Background: an optimization exercise with open tools, aiming at small area and a short achievable clock period. Do not read the settings as production practice.
Where RTL was checked, it was by simulation tests only, not by an equivalence proof against the original.

Setup of build 44:
// arith_encoder
module arith_encoder #(
  parameter int SYMBOL_WIDTH = 4
) (
  input  logic                    general_clk,
  input  logic                    reset,
  input  logic                    in_valid,
  input  logic [15:0]             fl,
  input  logic [15:0]             fh,
  input  logic [SYMBOL_WIDTH-1:0] symbol,
  input  logic [SYMBOL_WIDTH:0]   nsyms,
  input  logic                    bool_mode,
  output logic                    out_valid,
  output logic [15:0]             range_out,
  output logic [23:0]             low_out,
  output logic [4:0]              cnt_out,
  output logic [1:0]              bit_flag,
  output logic [15:0]             out_bit_1,
  output logic [15:0]             out_bit_2
);
  logic        p_x, p_en, p_z;
  logic [10:0] p_m2;
  logic [5:0]  p_k;
  logic [9:0]  p_n;
  logic [4:0]  p_o2;
  logic [15:0] add_next;
  logic [3:0]  d_q;
  pipeline_control u_control (
    .general_clk (general_clk),
    .reset       (reset),
    .in_valid    (in_valid),
    .out_valid   (out_valid)
  );
  probability_stage u_stage_1 (
    .general_clk (general_clk),
    .reset       (reset),
    .in_valid    (in_valid),
    .fl          (fl),
    .fh          (fh),
    .symbol      (symbol),
    .nsyms       (nsyms),
    .bool_mode   (bool_mode),
    .p_x         (p_x),
    .p_en        (p_en),
  ...
clock: 9.0 ns
lec_check: 0
abc_area: 1
cap_margin: 20
core_margin: 2
core_utilization: 40
setup_slack_margin: 2.5
slew_margin: 20
standard.sh (not shown) runs the stock make flow with config.mk's settings and CLKGATE_MAP_FILE= SYNTH_SCRIPT=/design/flow/synth_recipe.tcl, a recipe that flattens the netlist after the stock synthesis.
==> flow/flow/run.sh <==
#!/bin/bash
# The standard layout with three changes: synthesis skips the quick ABC pass
# inside Yosys's synth (the final ABC mapping still runs), adders use Yosys's
# Sklansky carry network instead of Kogge-Stone, and the ports get the
# smallest buffer instead of the delay buffer that buffer_ports picks by
# default. All output goes to run_standard.log in this folder; ORFS keeps its
# own logs under orfs/logs.
set -euo pipefail
export SYNTH_ARGS="-noabc"
export SYNTH_OPERATIONS_ARGS="-extra-map +/choices/sklansky.v"
export BUFFER_PORTS_ARGS="-buffer_cell sky130_fd_sc_hd__buf_1"
bash standard.sh > run_standard.log 2>&1
Setup changes, build 44 to build 50
- SETUP_SLACK_MARGIN: 2.5 -> 2.0
==> flow/flow/run.sh <==
#!/bin/bash
# The standard layout, with the smallest buffer on the ports instead of the
# delay buffer that buffer_ports picks by default. All output goes to
# run_standard.log in this folder; ORFS keeps its own logs under orfs/logs.
set -euo pipefail
export BUFFER_PORTS_ARGS="-buffer_cell sky130_fd_sc_hd__buf_1"
bash standard.sh > run_standard.log 2>&1
[summary]
- The post-route met1 wirelength number comes out lower for build 44 vs build 50.
- Build 50 against build 44; count of cells along the worst register-to-register path is up by a little under 10%.
- Total standard cell area after synthesis was higher in the run labelled build 50.
- Post-synthesis share of cell area spent on full adders, half adders and majority gates came out lower on build 50 than on build 44.
- When the final numbers for build 44 and build 50 were put side by side, the largest stage delay on the critical path turned out to be greater in build 50.
- Build 44 and build 50 ended up with nearly the same clock transition at the registers of the reported paths.
- Build 44 fits on a die that is smaller than the die of build 50.
- Relative to build 44, multiplexer fraction of the synthesized cell area has increased by 1.0 points in build 50.
- Build 50 has utilization after layout below what build 44 had.
What build 92 does differently from build 50 at the input level:
==> flow/flow/run.sh <==
#!/bin/bash
# The standard layout with two changes: adders use Yosys's Sklansky carry
# network instead of Kogge-Stone, and the ports get the smallest buffer
# instead of the delay buffer that buffer_ports picks by default. All output
# goes to run_standard.log in this folder; ORFS keeps its logs under orfs/logs.
set -euo pipefail
export SYNTH_OPERATIONS_ARGS="-extra-map +/choices/sklansky.v"
export BUFFER_PORTS_ARGS="-buffer_cell sky130_fd_sc_hd__buf_1"
bash standard.sh > run_standard.log 2>&1
## What came out
- Result for build 92 and build 50: all clean
- Build 92: transition at the pin with the smallest max-transition slack 0.021 ns above build 50
- Compared with build 50, in build 92 met3 wirelength from detailed routing -170 um; data arrival time of the worst path +0.03 ns.
- Of build 92 and build 50, the run reporting the higher multi-input gate share of the layout cell area was build 50.
- Build 50 has lower post-synthesis to final-layout area growth than build 92.
Input-level comparison between build 98 and build 92:
==> flow/flow/run.sh <==
#!/bin/bash
# The standard layout with three changes: synthesis skips the quick ABC pass
# inside Yosys's synth (the final ABC mapping still runs), adders use Yosys's
# Sklansky carry network instead of Kogge-Stone, and the ports get the
# smallest buffer instead of the delay buffer that buffer_ports picks by
# default. All output goes to run_standard.log in this folder; ORFS keeps its
# own logs under orfs/logs.
set -euo pipefail
export SYNTH_ARGS="-noabc"
export SYNTH_OPERATIONS_ARGS="-extra-map +/choices/sklansky.v"
export BUFFER_PORTS_ARGS="-buffer_cell sky130_fd_sc_hd__buf_1"
bash standard.sh > run_standard.log 2>&1
## What came out
Build 98 went all the way through the flow, and no timing, DRC or antenna check failed. Build 98 vs. build 92: final area moved down, top fanout value on the critical path moved up, worst setup slack moved up, post-synthesis cell count moved down.
No run of this note included a check of the RTL's function; only the layout flow was run.

---

## indigo
Another version of the RTL of arith_encoder (not shown whole).
For scale: ~1,700 cells after synthesis, roughly 84 flip-flops, ~130 I/O pins.
export LEC_CHECK = 0
export ABC_AREA = 1
export CAP_MARGIN = 20
export CORE_MARGIN = 2
export CORE_UTILIZATION = 40
export CTS_BUF_LIST = sky130_fd_sc_hd__clkbuf_8
export SETUP_SLACK_MARGIN = 2.75
export SLEW_MARGIN = 20
create_clock -name core_clock -period 9.0 [get_ports {general_clk}]
==> flow/flow/run.sh <==
#!/bin/bash
# The standard layout with three changes: synthesis skips the quick ABC pass
# inside Yosys's synth (the final ABC mapping still runs), adders use Yosys's
# Sklansky carry network instead of Kogge-Stone, and the ports get the
# smallest buffer instead of the delay buffer that buffer_ports picks by
# default. All output goes to run_standard.log in this folder; ORFS keeps its
# own logs under orfs/logs.
set -euo pipefail
export SYNTH_ARGS="-noabc"
export SYNTH_OPERATIONS_ARGS="-extra-map +/choices/sklansky.v"
export BUFFER_PORTS_ARGS="-buffer_cell sky130_fd_sc_hd__buf_1"
bash standard.sh > run_standard.log 2>&1
Edits applied to the flow inputs when going from indigo to amber:
Settings: SETUP_SLACK_MARGIN changed from 2.75 to 2.5; ABC_AREA changed from 1 to 0.
Results
The run showing the greater fraction of layout instances using a drive strength above 1 is amber. amber gives less aggregate routed wire length than indigo did. Summary of amber over indigo: number of instances in the synthesized netlist moved down; fraction of the yosys area taken by sequential cells moved down; post-route standard cell area excluding fillers moved up. amber | stages: all done | timing, DRC, antenna: all pass.
Input-level comparison between maple and amber:
Settings: changing ABC_AREA from 0 to 1.
Notes after the runs:
Of the two values seen for source of the critical timing path, u_stage_2.range_q[13] was produced by amber and u_stage_2.range_q[15] by maple. Part of the cycle the worst path needs (higher): amber. Delta (maple minus amber): fraction of the mapped netlist area in compound gates now smaller; detailed-routing wirelength on met1 now smaller; sum of overflow across all layers after global routing comparable. Sort maple and amber by simple logic cell fraction of the synthesized area, descending, and maple comes first.
No functional check of the RTL was part of any run of this note.

---

Setup of v27:
arith_encoder, a different RTL version from the one above (not shown whole).
Size: about 1700 cells after synthesis, about 84 flip-flops, ~130 I/O pins.
==> flow/config.mk <==
export PLATFORM = sky130hd
export DESIGN_NAME = arith_encoder
export DESIGN_NICKNAME = arith_encoder
export VERILOG_FILES = /design/flow/design.v
export SDC_FILE = /design/flow/constraint.sdc
export NUM_CORES = 4
export LEC_CHECK = 0
export ABC_AREA = 1
export CAP_MARGIN = 20
export CORE_MARGIN = 2
export CORE_UTILIZATION = 40
export CTS_BUF_LIST = sky130_fd_sc_hd__clkbuf_8
export SETUP_SLACK_MARGIN = 2.9
export SLEW_MARGIN = 20
==> flow/constraint.sdc <==
create_clock -name core_clock -period 9.0 [get_ports {general_clk}]
set_input_delay 1.8000 -clock core_clock [delete_from_list [all_inputs] [get_ports {general_clk}]]
set_output_delay 1.8000 -clock core_clock [all_outputs]
set_load 0.01 [all_outputs]
Scripts as last shown in full above: flow/flow/run.sh
The inputs of v40 differ from those of v27 as listed below.
- CORE_UTILIZATION changed from 40 to 50
Against v27, die outline area in v40 came out better. Comparing met2 capacity usage during global routing for v40 and v27, the smaller number came from v27. Taking v27 as the reference, in v40 number of well taps went down by 72; final critical delay including setup and external delays rose by 0.081 ns; peak per-stage delay on the critical path saw little to no change. In v40, the critical path depth came out 2 below the value in v27.
[inputs] v46 vs v40
- changing CORE_UTILIZATION from 50 to 40
- changing SETUP_SLACK_MARGIN from 2.9 to 3.25
--- outcome ---
The routed length on met1 in v46 was higher than what v40 gave. Looking at area growth from synthesis to layout across v46 and v40, the one that comes out higher is v46. Routed wire length (v46 over v40): increase, 900 um. Die area went up by more than 10% going from v40 to v46.
Here is what was changed in the inputs of v5 compared with v46.
- SETUP_SLACK_MARGIN: 3.25 -> 3.0
In the metrics for v5 and v46, the one carrying the lower first-iteration DRC count is v5.
Of v5 and v46, the higher post-cts sizing count belongs to v46.
Compared to v46, v5 has final area 610 um2 lower.
Met2 layer usage reported by global route: lower on v46
Going from v46 to v5, total number of cells along the worst setup path shrank by 20%, area of the multi-input gates lower.
Worst endpoint data arrival time: higher on v46
Cell total after placement: v46 vs v5, no meaningful difference
Looking at relative area change from synthesis to final layout, v5 sits 4.9 points below v46.
What v8 does differently from v5 at the input level:
- CTS_BUF_LIST: sky130_fd_sc_hd__clkbuf_8 -> unset
- SETUP_SLACK_MARGIN: 3.0 -> 2.5
==> summary.txt <==
Relative to v5, the average routed wire per standard cell of v8 is lower by about 2.4%.
Die height across v8 and v5: no real change.
In v8 the final cell utilization of the core turned out 1.2 points lower than in v5.
Delta (v8 minus v5): number of instances on the worst hold path level, number of combinational gates with multiple inputs now sits at about the same level.
Compared with v5, v8 shows least setup slack across all paths after layout lower by 0.36 ns.
Summary: with v5 as the reference, number of buffers outside the clock class in the layout in v8 moved down by more than 10%.
Maximum frequency from static timing analysis | v8 below v5
Inputs modified between v8 and v33:
- setting CTS_CLUSTER_DIAMETER to 60 for the first time
- changing SETUP_SLACK_MARGIN from 2.5 to 3.0
- setting CTS_BUF_LIST to sky130_fd_sc_hd__clkbuf_8 for the first time
- setting CTS_CLUSTER_SIZE to 20 for the first time
==> summary.txt <==
No stage failed in v33, and the final checks on the layout all came back clean. Maximum frequency (v33 vs. v8) increases by a few percent. Delta (v33 minus v8): register area saw an increase.

---

Another version of the RTL of arith_encoder (not shown whole).
Size: roughly 1700 cells after synthesis, ~84 flip-flops, roughly 0.012 mm2 of cells after synthesis.
Settings: LEC_CHECK=0, ABC_AREA=1, CAP_MARGIN=20, CORE_MARGIN=2, CORE_UTILIZATION=40, CTS_BUF_LIST=sky130_fd_sc_hd__clkbuf_8, SETUP_SLACK_MARGIN=3.0, SLEW_MARGIN=20, TNS_END_PERCENT=30; clock period 9.0 ns.
Scripts as last shown in full above: flow/flow/run.sh
The starting point finished with timing, DRC and antenna clean.
==> next run, changes <==
- TNS_END_PERCENT: 30 -> default
The changed run produced a clean layout; worst setup slack improved by 0.025 ns; area after synthesis does not change; maximum frequency climbs by 0.43%; hold slack got worse by 0.010 ns; synthesized cell count is unchanged; wire length stays flat.

---

## job 6322
arith_encoder, a different RTL version from the one above (not shown whole).
Size: roughly 2100 cells after synthesis, ~84 flip-flops, roughly 13000 sq um of cells after synthesis.
export LEC_CHECK = 0
export ABC_AREA = 1
export CAP_MARGIN = 20
export CORE_MARGIN = 2
export CORE_UTILIZATION = 40
export SETUP_SLACK_MARGIN = 3.0
export SLEW_MARGIN = 20
create_clock -name core_clock -period 9.0 [get_ports {general_clk}]
run.sh (not shown) runs the stock make flow with config.mk's settings and CLKGATE_MAP_FILE= SYNTH_SCRIPT=/design/flow/synth_recipe.tcl, a recipe that flattens the netlist after the stock synthesis.
Stock flow here: none of the scripts above is used.
Job 6322 closes out successfully: all stages finished, all timing, DRC and antenna checks passed.
The following lists how job 6769 was set up differently from job 6322:
# job 6322
export LEC_CHECK = 0
export ABC_AREA = 1
export CAP_MARGIN = 20
export CORE_MARGIN = 2
export CORE_UTILIZATION = 40
export SETUP_SLACK_MARGIN = 3.0
export SLEW_MARGIN = 20
create_clock -name core_clock -period 9.0 [get_ports {general_clk}]
# job 6769
export LEC_CHECK = 0
export ABC_AREA = 1
export CAP_MARGIN = 20
export CORE_MARGIN = 2
export CORE_UTILIZATION = 40
export SETUP_SLACK_MARGIN = 2.0
export SLEW_MARGIN = 20
create_clock -name core_clock -period 9.0 [get_ports {general_clk}]
==> flow/flow/run.sh (new file) <==
#!/bin/bash
# The standard layout, with the smallest buffer on the ports instead of the
# delay buffer that buffer_ports picks by default. All output goes to
# run_standard.log in this folder; ORFS keeps its own logs under orfs/logs.
set -euo pipefail
export BUFFER_PORTS_ARGS="-buffer_cell sky130_fd_sc_hd__buf_1"
bash standard.sh > run_standard.log 2>&1
==> flow/standard.sh (new file) <==
#!/bin/bash
# synth_recipe.tcl (not shown) runs the flow's synth.tcl, then flattens the netlist and writes it again
# the make line also repeats each setting of config.mk as NAME=value (left out here)
make -C /OpenROAD-flow-scripts/flow DESIGN_CONFIG=/design/flow/config.mk WORK_HOME=/design/flow/orfs CLKGATE_MAP_FILE= SYNTH_SCRIPT=/design/flow/synth_recipe.tcl "${@:-finish}"
removed: flow/run.sh
Changes observed in job 6769 relative to job 6322: utilization went down by 6.1 points; number of global-route vias before repair went down by about 2%; worst setup slack went down by 570 ps; global-route met2 utilization went down by 1.6 points; length of routed met3 wiring went down by about 20%.
Measured against job 6769, the number of signal-net buffers in the layout of job 6322 comes out at 1.5 times the reference value.
Delta(total routed wirelength, job 6769 - job 6322) < 0
Relative to job 6769, the following input files were edited for job 609:
==> flow/run.sh (new file) <==
#!/bin/bash
# synth_recipe.tcl (not shown) runs the flow's synth.tcl, then flattens the netlist and writes it again
# the make line also repeats each setting of config.mk as NAME=value (left out here)
make -C /OpenROAD-flow-scripts/flow DESIGN_CONFIG=/design/flow/config.mk WORK_HOME=/design/flow/orfs CLKGATE_MAP_FILE= SYNTH_SCRIPT=/design/flow/synth_recipe.tcl finish
removed: flow/flow/run.sh
removed: flow/standard.sh
==> summary.txt <==
Going from job 6769 to job 609, cell area after layout grows by about 5%. Job 609 vs job 6769: routing usage on met1 up in job 609. Job 609 against job 6769: final-report max-slew violation count neither gained nor lost much.
[inputs] job 4228 vs job 609
# job 609
export LEC_CHECK = 0
export ABC_AREA = 1
export CAP_MARGIN = 20
export CORE_MARGIN = 2
export CORE_UTILIZATION = 40
export SETUP_SLACK_MARGIN = 2.0
export SLEW_MARGIN = 20
create_clock -name core_clock -period 9.0 [get_ports {general_clk}]
# job 4228
export LEC_CHECK = 0
export ABC_AREA = 1
export CAP_MARGIN = 20
export CORE_MARGIN = 2
export CORE_UTILIZATION = 40
export SLEW_MARGIN = 20
create_clock -name core_clock -period 9.0 [get_ports {general_clk}]
- The higher data arrival time at the worst-slack endpoint came out of job 4228.
- [compare] base=job 609 new=job 4228: antenna diode instance count roughly the same; finished layout cell area flat.

---

## beta
arith_encoder, a different RTL version from the one above (not shown whole).
For scale: about 100 flip-flops, about 130 I/O pins.
Settings: LEC_CHECK=0, ABC_AREA=1, ABC_CLOCK_PERIOD_IN_PS=4500, CAP_MARGIN=20, CORE_MARGIN=2, CORE_UTILIZATION=40, SLEW_MARGIN=20; clock period 9.0 ns.
Stock flow here: none of the scripts above is used.
Edits applied to the flow inputs when going from beta to gamma:
# beta
export LEC_CHECK = 0
export ABC_AREA = 1
export ABC_CLOCK_PERIOD_IN_PS = 4500
export CAP_MARGIN = 20
export CORE_MARGIN = 2
export CORE_UTILIZATION = 40
export SLEW_MARGIN = 20
create_clock -name core_clock -period 9.0 [get_ports {general_clk}]
# gamma
export LEC_CHECK = 0
export ABC_AREA = 1
export ABC_CLOCK_PERIOD_IN_PS = 6000
export CAP_MARGIN = 20
export CORE_MARGIN = 2
export CORE_UTILIZATION = 40
export SLEW_MARGIN = 20
create_clock -name core_clock -period 9.0 [get_ports {general_clk}]
--- outcome ---
- gamma against beta: shortest clock period the worst path allows after layout shows no meaningful change; number of enable flip-flop cells after synthesis roughly the same; fraction of final layout cells with drive strength greater than 1 roughly the same.
- From beta to gamma the numbers moved as follows: post-CTS setup buffer count comparable; buffer and inverter count on the worst path comparable.
- Re number of instances in the synthesized netlist: no difference whatsoever between beta and gamma.
No functional check of the RTL was part of any run of this note.

==> what the ideal ports hide <==
The results above use ideal ports. As a check the final layouts listed here were re-extracted and re-timed, cells and wires unchanged.
Step 1 assumes that a clkbuf_16 drives the clock port and a buf_2 every other input.
Step 2 moves the port delays by t, midway between the first and last clock arrival at a register: inputs arrive t later, outputs are due t later. That takes back most of the time a late clock gives input paths.
Slacks: ideal / step 1 / step 2; pairs: ideal / step 1.
run	shift t [ns]	setup slack, ns	worst setup path after step 2	pins driven straight from the clock port
build 44	0.386	2.880 / 2.880 / 2.662	input to register	1
build 50	0.398	2.520 / 2.520 / 2.466	input to register	1
build 92	0.399	2.435 / 2.435 / 2.435	register to register	1
build 98	0.385	2.510 / 2.510 / 2.510	register to register	1
indigo	0.412	3.003 / 3.003 / 3.003	register to register	1
amber	0.409	2.633 / 2.633 / 2.633	register to register	1
maple	0.409	2.755 / 2.755 / 2.755	register to register	1
v27	0.416	3.221 / 3.221 / 3.047	input to register	1
v40	0.435	3.140 / 3.140 / 2.871	input to register	1
v46	0.425	3.080 / 3.080 / 2.901	input to register	1
v5	0.413	3.244 / 3.244 / 3.171	input to register	1
v8	0.398	2.879 / 2.879 / 2.801	input to register	1
v33	0.413	3.244 / 3.244 / 3.171	input to register	1
the first run of note 4	0.424	3.189 / 3.189 / 3.100	input to register	1
the second run of note 4	0.423	3.214 / 3.214 / 3.098	input to register	1
job 6322	0.403	3.064 / 3.064 / 3.064	register to register	1
job 6769	0.397	2.495 / 2.495 / 2.495	register to register	1
job 609	0.400	2.567 / 2.567 / 2.355	input to register	1
job 4228	0.399	1.965 / 1.965 / 1.965	register to register	1
beta	0.407	2.537 / 2.537 / 2.537	register to register	1
gamma	0.407	2.537 / 2.537 / 2.537	register to register	1
After both steps every run listed still meets setup and hold. The setup slack of v40, which loses most, moves by 0.000 ns with the drivers and by -0.269 ns with both steps.
